This is an optimization exercise on Yosys and OpenROAD, whose aim is small area, a short achievable clock period and few clock cycles per item, not a production implementation. Only simulation tests tie the RTL to the original design; equivalence was not proved. Power and IR drop assume default switching activity.

[design.v]
package bdq_pkg;
  localparam int CAPACITY = 16;
  localparam int AW       = $clog2(CAPACITY);
  localparam int CNT_W    = $clog2(CAPACITY + 1);
  localparam int DATA_W   = 32;
  localparam int POS_W    = 8;
  localparam int LEN_W    = 5;
  localparam int CMD_W    = 2;
  localparam int STAT_W   = 2;
  localparam int IN_TDATA_W  = ((DATA_W + POS_W + 7) / 8) * 8;
  localparam int IN_PAD_W    = IN_TDATA_W - DATA_W - POS_W;
  localparam int OUT_TDATA_W = ((DATA_W + LEN_W + 7) / 8) * 8;
  localparam int OUT_PAD_W   = OUT_TDATA_W - DATA_W - LEN_W;
  typedef enum logic [CMD_W-1:0] {
    CMD_INS_FRONT = 2'd0,
    CMD_INS_BACK  = 2'd1,
    CMD_DELETE    = 2'd2,
    CMD_DUMP      = 2'd3
  } cmd_t;
  typedef enum logic [STAT_W-1:0] {
    STAT_OK    = 2'd0,
    STAT_EMPTY = 2'd1,
    STAT_RANGE = 2'd2,
    STAT_FULL  = 2'd3
  } status_t;
  typedef enum logic [1:0] {
    ST_IDLE,
    ST_SHIFT,
    ST_DUMP,
    ST_RESP
  } state_t;
  typedef struct packed {
    logic              we;
    logic [AW-1:0]     waddr;
    logic [DATA_W-1:0] wdata;
    logic              re;
    logic [AW-1:0]     raddr;
  } mem_req_t;
  typedef struct packed {
    logic                     load;
    logic signed [DATA_W-1:0] item;
    status_t                  status;
    logic [LEN_W-1:0]         length;
    logic                     last;
  } result_t;
  function automatic logic [AW-1:0] ring_idx(input logic [AW-1:0] front,
                                             input logic [CNT_W-1:0] k);
    logic [CNT_W:0] sum;
    sum = (CNT_W + 1)'(front) + (CNT_W + 1)'(k);
    if (sum >= (CNT_W + 1)'(CAPACITY)) begin
      sum = sum - (CNT_W + 1)'(CAPACITY);
    end
    ring_idx = AW'(sum);
  endfunction
endpackage
module bounded_deque_with_indexed_delete_core (
  input  logic                   clk,
  input  logic                   rst_n,
  input  logic                   in_tvalid,
  output logic                   in_tready,
  input  logic [bdq_pkg::IN_TDATA_W-1:0]  in_tdata,    
  input  logic [bdq_pkg::CMD_W-1:0]       in_tuser,    
  output logic                   out_tvalid,
  input  logic                   out_tready,
  output logic [bdq_pkg::OUT_TDATA_W-1:0] out_tdata,   
  output logic [bdq_pkg::STAT_W-1:0]      out_tuser,   
  output logic                   out_tlast
);
  localparam int N = 16;
  localparam int W = 32;
  logic         rdy_r;
  logic         a_fr, a_bk, a_del, a_dump;    
  logic [W-1:0] a_val;
  logic [N-1:0] a_ge;                         
  logic         a_v;
  assign a_v = a_fr || a_bk || a_del || a_dump;
  logic [W-1:0] mem [N];
  logic [N-1:0] occ;         
  logic [4:0]   cnt;         
  logic         dumping;     
  logic [3:0]   rem;         
  logic         m_v, s_v;
  logic [W-1:0] m_item;
  logic [4:0]   m_len, s_len;
  logic [1:0]   m_st, s_st;
  logic         m_last;
  logic go, m_free, t_dump, t_other, step, push;
  logic full, empty, del_ok;
  logic fr, bk, dl, go_del, go_bk;
  logic step_last;
  logic [N-1:0] sn, sb, sp, hold;
  logic [W-1:0] bus;
  logic [4:0]   r_len;
  logic [1:0]   r_st;
  logic         r_last;
  assign go      = a_v && !s_v && !dumping;
  assign m_free  = !m_v || out_tready;
  assign full    = occ[N-1];
  assign empty   = !occ[0];
  assign del_ok  = |(a_ge & occ);
  assign t_dump  = go && a_dump && !empty;
  assign t_other = go && !(a_dump && !empty);
  assign step    = (t_dump || dumping) && m_free && !s_v;
  assign push    = t_other || step;
  assign fr      = go && a_fr && !full;
  assign bk      = go && a_bk && !full;
  assign dl      = go && a_del && del_ok;
  assign step_last = dumping ? (rem == 4'd0) : !occ[1];
  assign bus     = step ? mem[0] : a_val;
  assign go_del  = go && a_del;
  assign go_bk   = go && a_bk;
  always_comb begin
    for (int i = 0; i < N; i++) begin
      sp[i] = fr;
      sn[i] = (go_del && a_ge[i]) || (step && ((i < N - 1) ? occ[(i + 1) % N] : 1'b0));
      sb[i] = (go_bk && ((i == 0) ? 1'b1 : occ[(i + N - 1) % N]) && !occ[i]) ||
              (step && occ[i] && ((i < N - 1) ? !occ[(i + 1) % N] : 1'b1));
      hold[i] = !(sp[i] || sn[i] || sb[i]);
    end
  end
  always_comb begin
    r_last = 1'b1;
    r_st   = 2'd0;
    r_len  = cnt;
    if (step) begin
      r_last = step_last;
    end else if (a_dump) begin
      r_st   = 2'd1;
    end else if (a_del) begin
      r_st  = empty ? 2'd1 : (del_ok ? 2'd0 : 2'd2);
      r_len = del_ok ? cnt - 5'd1 : cnt;
    end else begin
      r_st  = full ? 2'd3 : 2'd0;
      r_len = full ? cnt : cnt + 5'd1;
    end
  end
  always_ff @(posedge clk) begin
    for (int i = 0; i < N; i++) begin
      mem[i] <= ({W{hold[i]}} & mem[i]) |
                ({W{sp[i]}}   & ((i == 0) ? a_val : mem[(i + N - 1) % N])) |
                ({W{sn[i]}}   & ((i < N - 1) ? mem[(i + 1) % N] : '0)) |
                ({W{sb[i]}}   & bus);
    end
  end
  logic s_v_nxt, m_v_nxt, dumping_nxt, a_v_nxt;
  logic [3:0] rem_nxt;
  always_comb begin
    dumping_nxt = dumping;
    rem_nxt     = rem;
    if (t_dump) begin
      dumping_nxt = !step || occ[1];
      rem_nxt     = step ? 4'(cnt - 5'd2) : 4'(cnt - 5'd1);
    end else if (step) begin
      dumping_nxt = (rem != 4'd0);
      rem_nxt     = rem - 4'd1;
    end
    if (m_free) begin
      m_v_nxt = s_v || push;
      s_v_nxt = 1'b0;
    end else begin
      m_v_nxt = 1'b1;
      s_v_nxt = s_v || push;
    end
    a_v_nxt = rdy_r ? in_tvalid : a_v;
  end
  always_ff @(posedge clk) begin
    if (!rst_n) begin
      rdy_r   <= 1'b1;
      a_fr    <= 1'b0;
      a_bk    <= 1'b0;
      a_del   <= 1'b0;
      a_dump  <= 1'b0;
      occ     <= '0;
      cnt     <= '0;
      dumping <= 1'b0;
      m_v     <= 1'b0;
      s_v     <= 1'b0;
    end else begin
      rdy_r   <= !a_v_nxt || (!s_v_nxt && !dumping_nxt);
      if (rdy_r) begin
        a_fr   <= in_tvalid && (in_tuser == 2'd0);
        a_bk   <= in_tvalid && (in_tuser == 2'd1);
        a_del  <= in_tvalid && (in_tuser == 2'd2);
        a_dump <= in_tvalid && (in_tuser == 2'd3);
      end
      if (fr || bk) begin
        occ <= {occ[N-2:0], 1'b1};
        cnt <= cnt + 5'd1;
      end else if (dl) begin
        occ <= {1'b0, occ[N-1:1]};
        cnt <= cnt - 5'd1;
      end
      dumping <= dumping_nxt;
      m_v     <= m_v_nxt;
      s_v     <= s_v_nxt;
    end
  end
  always_ff @(posedge clk) begin
    rem <= rem_nxt;
    if (rdy_r) begin
      a_val <= in_tdata[W-1:0];
      for (int i = 0; i < N; i++)
        a_ge[i] <= (in_tdata[W+7:W+4] == 4'd0) && (4'(i) >= in_tdata[W+3:W]);
    end
    if (!s_v) begin
      s_len <= r_len;
      s_st  <= r_st;
    end
    if (m_free) begin
      m_item <= step ? mem[0] : '0;
      m_len  <= s_v ? s_len : r_len;
      m_st   <= s_v ? s_st  : r_st;
      m_last <= s_v || r_last;
    end
  end
  assign in_tready  = rdy_r;
  assign out_tvalid = m_v;
  assign out_tdata  = {3'b000, m_len, m_item};
  assign out_tuser  = m_st;
  assign out_tlast  = m_last;
endmodule
[run.sh]
#!/bin/bash
# synth_recipe.tcl (not shown) runs the flow's synth.tcl, then flattens the netlist and writes it again
# the make line also repeats each setting of config.mk as NAME=value (left out here)
make -C /OpenROAD-flow-scripts/flow DESIGN_CONFIG=/design/flow/config.mk WORK_HOME=/design/flow/orfs CLKGATE_MAP_FILE= SYNTH_SCRIPT=/design/flow/synth_recipe.tcl finish
[config.mk]
export PLATFORM = sky130hd
export DESIGN_NAME = bounded_deque_with_indexed_delete_core
export DESIGN_NICKNAME = bounded_deque_with_indexed_delete_core
export VERILOG_FILES = /design/flow/design.v
export SDC_FILE = /design/flow/constraint.sdc
export NUM_CORES = 4
export LEC_CHECK = 0
export CAP_MARGIN = 20
export CORE_MARGIN = 2
export CORE_UTILIZATION = 40
export PLACE_DENSITY = 0.45
export SETUP_SLACK_MARGIN = 3.3
export SLEW_MARGIN = 20
[constraint.sdc]
create_clock -name core_clock -period 5.5 [get_ports {clk}]
set_input_delay 1.1000 -clock core_clock [delete_from_list [all_inputs] [get_ports {clk}]]
set_output_delay 1.1000 -clock core_clock [all_outputs]
set_load 0.01 [all_outputs]
==> summary.txt <==
Outcome
The run finished with no timing, DRC or antenna violations.

Yosys
The total of warnings raised by yosys is 2. The synthesized netlist devotes 32.2% of its cell area to compound gates. The largest family of logic cells by synthesized area is compound AO/OA/AOI/OAI gates. The fraction of synthesized cell area in xor and xnor cells is 0.350%. The post-synthesis instance total is 2822. After synthesis, the mean cell area works out to 9.76 um2. The portion of the post-synthesis area used by sequential elements is 49.9%. The count of different cell masters after synthesis is 64. Summing the areas of all and, or, nand and nor instances in the mapped netlist gives 10.1% of the synthesized area. In the synthesized netlist the async set-or-reset flop fraction comes to 0%. The post-synth design cell area is 27500 um2. The area share of fa/ha/maj cells after synthesis is 0.273%. After synthesis the netlist holds a flip-flop and latch count of 640. The count of flip-flops with a built-in enable after synthesis is 92.

The top flip-flop cell by instance count after synthesis is sky130_fd_sc_hd__dfxtp_1. The post-synthesis mux area share is 1.20%.

Clock tree
The cell sitting at the root of the clock tree is a sky130_fd_sc_hd__clkbuf_16. The clock transition at the registers of the reported paths is 0.06 ns. The CTS buffer count is 75. For the worst-skew pair, the clock arrives at the later sink with an insertion delay of 0.62 ns. CTS saw 640 sinks.

After clock tree synthesis, the flow added hold-fix buffers numbering 0. The CTS tree is done. The H-tree was split into 3 levels. The clock passes through at most 3 buffers.

Hold path
In this run the worst hold path is classified as register to register.

Cells and area
In the layout the commonest cells are sky130_fd_sc_hd__dfxtp_1 (527), sky130_fd_sc_hd__a221o_1 (449), sky130_fd_sc_hd__nand2_1 (303). The number of fill cells in the layout is 5498. Cells fill 59.6% of the core in the end. The most common library cell in the layout ignoring fill and taps is sky130_fd_sc_hd__dfxtp_1.

After the last flow step, the layout net total stands at 3147. The area of the multi-input gates is 16200 um2. The proportion of layout cells with a drive suffix above 1 is 40.0%.

The area growth from synthesis to layout is 47.8%. The number of inserted diodes is 0. Summing all flip-flop and latch instances after layout gives 13800 um2.

GRT
For this run, global-route usage on met2 was measured as 50.1%. After global routing, the most crowded layer is met2. Global routing finished with a remaining overflow of 0. The initial antenna violation count is 1. The first global-routing pass estimated 172000 um of wire.

The via count of the first global-routing pass is 26400. Entering global routing, the biggest net connects 168 pins. The global routing usage on met1 is 45.5%. The fraction of met3 tracks used by global routing is 6.25%.

The global-route usage over all layers is 32.3%.

Critical path
The family with the most delay on the worst path is buffers and inverters. For the worst setup path, the data arrival time is 3.29 ns. The worst stage delay on the critical path is 0.32 ns. STA classifies the critical path endpoint as a register. The critical path launch point type is an input pin.

The critical-path cell with the highest stage delay is sky130_fd_sc_hd__a2111oi_4. The required time of the worst setup path is 6.06 ns. Of all nets on the critical path, the largest fanout is 8. The most numerous cell type found on the critical path is sky130_fd_sc_hd__buf_6.

The type of the setup path with the least slack is input pin to register. Traced cell by cell, the critical path runs through buf_6 > and2b_4 > nor3_4 > buf_6 > buf_12 > buf_12 > buf_16 > buf_8 > buf_6 > a21boi_4 > a2111oi_4 > buf_4 > buf_6 > clkbuf_16 > a221o_1. The number of buffers and inverters on the critical path is 10.

Timing
Setup repair after global routing could not meet its margin everywhere. Derived from the worst setup path, the maximum achievable clock frequency is 0.365 GHz. The final count of pins violating max slew is 0. After layout, the minimum clock period comes to 2.74 ns. Across the routed clock network, the largest skew measured is 0.0157 ns. Setup total negative slack on the finished layout was measured at 0 ns. The count of final hold-check violations is 0.

Dividing the final minimum period by the clock period gives 49.8%. The final setup violation count is 0. At the pin with the least slew margin, the transition time is 0.834 ns.

On the final layout, the worst hold slack is 0.474 ns. Measured against its own limit, the worst slew margin works out to 44.4%.

Detailed routing
The count of TritonRoute iterations in the first routing pass is 6. The number of DRC markers after the initial detailed-route iteration is 2901. Summed over all layers, the routed wires come to 123000 um. Dividing the detail-routed via count by the number of cells gives 6.66.

The number of nets still failing antenna checks after routing is 0. The total number of vias is 26900. The detailed-route DRC error count is 0.

The routed wirelength normalized by instance count is 30.4 um.

Die
91 I/O pins were placed. For this configuration, the core starts out at a cell density of 40.3%. The die covers 71000 um2.

The core footprint is 68300 um2. The die boundary height is 266 um. The die is 266 um wide.

The total number of placement rows is 96.

Place
The congestion estimate from routability-driven global placement came to 0.832. The number of buffer cells added on primary ports is 87. The wire-length estimate of the detail-placed layout is 55500 um.

Power and ir drop
Combinational logic burns 14.0% of the power. The static power due to leakage is 16.4 nW. For this design the ratio of total power to cell area is 347 nW/um2. The switching power as a share of total power is 28.9%.

The highest ir drop seen on vdd is 0.245 mV. The internal cell power is 10.0 mW. Of the total power, registers draw 50.7%.

The switching power total is 4.08 mW. The clock share of power is 35.3%.

Flow run
The max capacitance violation total is 0.
==> registers in the layout (all words and copies together) (netlist names) <==
register and flops:
m_v 1, s_st 2, mem 512, occ 16
a_val 32, m_st 2, m_item 32, dumping 1
a_fr 1, a_dump 1, a_del 1, m_last 1
cnt 5, s_v 1, rdy_r 1, a_bk 1
rem 4, a_ge 16, m_len 5, s_len 5
==> through the flow <==
stage | worst slack (ns) | power, mW | instances | area [um2]
after global routing | 2.71 | 14.6 | 4036 | 40700
after floorplan | 2.53 | 8.02 | 2824 | 29000
after detailed placement | 1.54 | 8.64 | 3555 | 29400
after CTS | 2.84 | 13.9 | 3974 | 38500
final | 2.76 | 14.1 | 4036 | 40700
after global placement | 1.57 | 8.58 | 3555 | 29400
==> final timing paths <==
check,from,endpoint,slack [ns],depth (start not counted)
worst max-delay path,out_tready,mem[6][8],2.76,15
worst min-delay path,s_len[0],s_len[0],0.47,2
worst max register to register,occ[0],mem[6][28],2.86,14
worst min register to register,s_len[0],s_len[0],0.47,2
==> logic make-up after synthesis <==
family,count (synthesis)
AO/OA/AOI/OAI,1146
AND/OR/NAND/NOR,669
flip-flops,640
buffers and inverters,316
multiplexers,33
XOR/XNOR,11
adder cells (fa/ha/maj),6
other,1
==> worst reg2reg max path, stage by stage, from the launching register on <==
cell	delay (ns)
sky130_fd_sc_hd__dfxtp_4	0.53
sky130_fd_sc_hd__a21oi_4	0.12
sky130_fd_sc_hd__nor3_4	0.17
sky130_fd_sc_hd__buf_6	0.12
sky130_fd_sc_hd__buf_12	0.12
sky130_fd_sc_hd__buf_12	0.13
sky130_fd_sc_hd__buf_16	0.12
sky130_fd_sc_hd__buf_8	0.11
sky130_fd_sc_hd__buf_6	0.09
sky130_fd_sc_hd__a21boi_4	0.18
sky130_fd_sc_hd__a2111oi_4	0.07
sky130_fd_sc_hd__buf_4	0.17
sky130_fd_sc_hd__buf_6	0.13
sky130_fd_sc_hd__buf_16	0.15
sky130_fd_sc_hd__a221o_1	0.33
==> metal layers <==
metal,vias to the layer above,wire (um)
met5,-,0
met4,0,3490
met3,236,11800
met2,1242,54500
met1,13800,52800
li1,11600,-
==> layout make-up <==
cell class	instances	share of cell area, %
multi-input cells	1898	39.7
flip-flops and latches	640	33.8
repair buffers	453	17.5
clock buffers	117	5.68
well taps	882	2.71
clock inverters	19	0.270
inverters	27	0.267
==> Yosys cell counts, types with 2 or more instances <==
cell	n	area, um2
sky130_fd_sc_hd__nand3_1	40	200
sky130_fd_sc_hd__ha_1	6	75.1
sky130_fd_sc_hd__a221o_1	449	4490
sky130_fd_sc_hd__o221ai_1	4	35.0
sky130_fd_sc_hd__a222oi_1	32	320
sky130_fd_sc_hd__a21boi_0	4	30.0
sky130_fd_sc_hd__nor3_1	21	105
sky130_fd_sc_hd__buf_1	8	30.0
sky130_fd_sc_hd__a211oi_1	4	30.0
sky130_fd_sc_hd__a2111oi_4	12	330
sky130_fd_sc_hd__o22ai_1	2	12.5
sky130_fd_sc_hd__nor4_1	3	18.8
sky130_fd_sc_hd__and2_1	33	206
sky130_fd_sc_hd__a22o_4	6	105
sky130_fd_sc_hd__o21ai_0	261	1310
sky130_fd_sc_hd__or2_2	3	18.8
sky130_fd_sc_hd__mux2i_1	33	330
sky130_fd_sc_hd__nand2b_1	5	31.3
sky130_fd_sc_hd__buf_2	42	210
sky130_fd_sc_hd__a2111oi_2	3	45.0
sky130_fd_sc_hd__a21oi_1	15	75.1
sky130_fd_sc_hd__a41oi_1	2	17.5
sky130_fd_sc_hd__o31ai_1	3	22.5
sky130_fd_sc_hd__a221oi_1	4	35.0
sky130_fd_sc_hd__dfxtp_1	548	11000
sky130_fd_sc_hd__inv_1	26	97.6
sky130_fd_sc_hd__o21ai_1	237	1190
sky130_fd_sc_hd__o211ai_1	38	285
sky130_fd_sc_hd__nand4b_1	2	17.5
sky130_fd_sc_hd__a22o_1	13	114
sky130_fd_sc_hd__nor3b_1	3	22.5
sky130_fd_sc_hd__edfxtp_1	92	2760
sky130_fd_sc_hd__a31oi_1	32	200
sky130_fd_sc_hd__a21o_1	2	15.0
sky130_fd_sc_hd__clkbuf_1	177	664
sky130_fd_sc_hd__xnor2_1	8	70.1
sky130_fd_sc_hd__xor2_1	3	26.3
sky130_fd_sc_hd__buf_6	54	608
sky130_fd_sc_hd__nor2_1	25	93.8
sky130_fd_sc_hd__a311oi_1	2	17.5
sky130_fd_sc_hd__nand2_1	523	1960
sky130_fd_sc_hd__a21boi_1	13	97.6
sky130_fd_sc_hd__buf_4	8	60.1
==> power by group through the flow <==
stage          sequential, mW  clock [mW]  combinational (mW)
3_5_place_dp             7.04           0                1.60
6_report                 7.16        4.98                1.97
4_1_cts                  7.05        5.03                1.85
2_1_floorplan            6.67           0                1.35
3_3_place_gp             7.05           0                1.54
5_1_grt                  7.28        5.22                2.12
==> repair_timing <==
action / 4_1_cts / 5_1_grt
pin swaps: 255 / 146
gates cloned: 97 / 19
endpoints found under the setup margin: 628 / 581
buffers inserted: 186 / 43
gates resized for setup: 932 / 390
Testbench counts, summed over its fixed seeds: cycles 19,762, commands 12,000.

[static timing again, ports no longer ideal]
The results above use ideal ports. As a check the final layout listed here was re-extracted and re-timed, cells and wires unchanged. Step 1, drivers: a clkbuf_16 drives clk and a buf_2 each remaining input, both assumed. Step 2 times the ports against the registers' clock, not the clock port: input delays grow and output delays shrink by t, the midpoint of the rising clock arrivals with the driver on. a / b / c = ideal / step 1 / step 2; a / b = the first two.
t, ns: 0.685
setup slack, ns: 2.763 / 2.794 / 2.109
clock arrival spread, ns: 0.018 / 0.018
worst slew at a driven data input, ns: 0.11
After both steps setup and hold are still met in this run. For this run, drivers alone change the setup slack by +0.031 ns; drivers and shift together by -0.654 ns.
